Context: an optimization exercise on an open-source flow, tuned for small area, a short achievable clock period and few clock cycles. The choices shown serve that exercise and are no tape-out recipe.
Function was checked by simulation only, so behaviour that the tests miss may differ from the original.
No activity file was given, so power comes from the tool's default toggle rates.

// dcache_top
module dcache_top (
  input  wire                            clk_i,
  input  wire                            rst_n_i,
  input  wire                            enable_i,
  input  wire                            flush_i,
  output logic                           flush_ack_o,
  output logic                           miss_o,
  output logic                           wbuffer_empty_o,
  input  wire                            ld_req_i,
  input  wire [dcache_pkg::ADDR_W-1:0]   ld_addr_i,
  output logic                           ld_gnt_o,
  output logic                           ld_rvalid_o,
  output logic [dcache_pkg::XLEN-1:0]    ld_rdata_o,
  input  wire                            st_req_i,
  input  wire [dcache_pkg::ADDR_W-1:0]   st_addr_i,
  input  wire [dcache_pkg::XLEN-1:0]     st_wdata_i,
  input  wire [dcache_pkg::BE_W-1:0]     st_be_i,
  output logic                           st_gnt_o,
  output logic                           mem_req_o,
  output logic                           mem_we_o,
  output logic [dcache_pkg::ADDR_W-1:0]  mem_addr_o,
  output logic [dcache_pkg::XLEN-1:0]    mem_wdata_o,
  output logic [dcache_pkg::BE_W-1:0]    mem_be_o,
  input  wire                            mem_gnt_i,
  input  wire                            mem_rvalid_i,
  input  wire [dcache_pkg::XLEN-1:0]     mem_rdata_i
);
  localparam int unsigned NL  = dcache_pkg::NUM_LINES;
  localparam int unsigned IW  = dcache_pkg::INDEX_W;
  localparam int unsigned TW  = dcache_pkg::TAG_W;
  localparam int unsigned WA  = dcache_pkg::ADDR_W - dcache_pkg::OFF_W;
  localparam int unsigned RQN = dcache_pkg::RQ_DEPTH;
  localparam int unsigned RQW = $clog2(RQN);
  localparam int unsigned MQN = dcache_pkg::MQ_DEPTH;
  localparam int unsigned MQW = $clog2(MQN + 1);
  function automatic logic [RQW:0] qinc(input logic [RQW:0] p);
    qinc = (p[RQW-1:0] == RQW'(RQN - 1)) ? ((RQW + 1)'(~p[RQW]) << RQW) : (p + 1'b1);
  endfunction
  logic [TW-1:0] tag_q   [NL];
  logic [31:0]   data_q  [NL];
  logic [NL-1:0] valid_q;
  logic          a_v_q;
  logic          a_st_q;
  logic [WA-1:0] a_addr_q;
  logic [NL-1:0] a_oh_q;
  ...
For scale: about 2,700 flip-flops, roughly 250 I/O pins, about 110,000 µm² of cells after synthesis.
export LEC_CHECK = 0
export CAP_MARGIN = 20
export CORE_MARGIN = 2
export CORE_UTILIZATION = 40
export SLEW_MARGIN = 20
export TNS_END_PERCENT = 10
export SETUP_SLACK_MARGIN = 6
create_clock -name core_clock -period 9.0 [get_ports {clk_i}]
standard.sh (not shown) runs the stock make flow with config.mk's settings and CLKGATE_MAP_FILE= SYNTH_SCRIPT=/design/flow/synth_recipe.tcl, a recipe that flattens the netlist after the stock synthesis.
==> flow/flow/run.sh <==
#!/bin/bash
# Standard layout with a tighter target for timing repair: the repair aims
# at setup slack SETUP_SLACK_MARGIN below the clock period the SDC gives.
set -e
cp standard.sh standard_copy.sh.txt
cp config.mk config_in.mk.txt
echo 'export SETUP_SLACK_MARGIN = 6' >> config.mk
bash standard.sh > standard.log 2>&1
Testbench counts at the start, summed over its fixed seeds: cycles 16,904.
Change:
==> flow/run.sh (new file) <==
#!/bin/bash
# synth_recipe.tcl (not shown) runs the flow's synth.tcl, then flattens the netlist and writes it again
# the make line also repeats each setting of config.mk as NAME=value (left out here)
make -C /OpenROAD-flow-scripts/flow DESIGN_CONFIG=/design/flow/config.mk WORK_HOME=/design/flow/orfs CLKGATE_MAP_FILE= SYNTH_SCRIPT=/design/flow/synth_recipe.tcl finish
- SETUP_SLACK_MARGIN: 6 -> 5
removed: flow/flow/run.sh
removed: flow/standard.sh
=> Cell area shrinks by 6.5%; sequential share of layout area rose by 4.0 points; worst setup slack loses 620 ps; sequential power is about the same; cell count decreases by 3.6%; clock skew falls by 23 ps; global-route usage drops by 1.3 points.
Change:
==> flow/flow/run.sh (new file) <==
#!/bin/bash
set -euo pipefail
echo 'export SETUP_SLACK_MARGIN = 6' >> config.mk
bash standard.sh > standard.log 2>&1
==> flow/standard.sh (new file) <==
#!/bin/bash
# synth_recipe.tcl (not shown) runs the flow's synth.tcl, then flattens the netlist and writes it again
# the make line also repeats each setting of config.mk as NAME=value (left out here)
make -C /OpenROAD-flow-scripts/flow DESIGN_CONFIG=/design/flow/config.mk WORK_HOME=/design/flow/orfs CLKGATE_MAP_FILE= SYNTH_SCRIPT=/design/flow/synth_recipe.tcl "${@:-finish}"
- CORE_UTILIZATION: 40 -> 60
- SETUP_SLACK_MARGIN: 5 -> 6
removed: flow/run.sh
What happened:
- non-clock buffer count grows by 369
- first-iteration DRC count grows by 29%
- register-to-register slack improves by 570 ps
- worst setup slack improves by 510 ps
- wire length grows by 14%
- clock power stays flat
- sequential share of layout area shrinks by 3.4 points

==> what the ideal ports hide <==
The results above use ideal ports. As a check the final layouts listed here were re-extracted and re-timed, cells and wires unchanged.
Step 1, drivers: a clkbuf_16 drives clk_i and a buf_2 each remaining input, both assumed.
Step 2 times the ports against the registers' clock, not the clock port: input delays grow and output delays shrink by t, the midpoint of the rising clock arrivals with the driver on.
Slacks: no drivers / after step 1 / after step 2; pairs: no drivers / after step 1.
run	t (ns)	setup WS [ns]	slew at the worst register clock pin (ns)
the first run	1.024	5.379 / 5.324 / 4.485	0.07 / 0.07
the second run	1.010	4.754 / 4.739 / 4.258	0.07 / 0.07
the third run	1.022	5.267 / 5.299 / 4.277	0.07 / 0.07
After both steps every run listed still meets setup and hold. For the third run, which loses most, drivers alone change the setup slack by +0.032 ns; drivers and shift together by -0.990 ns.
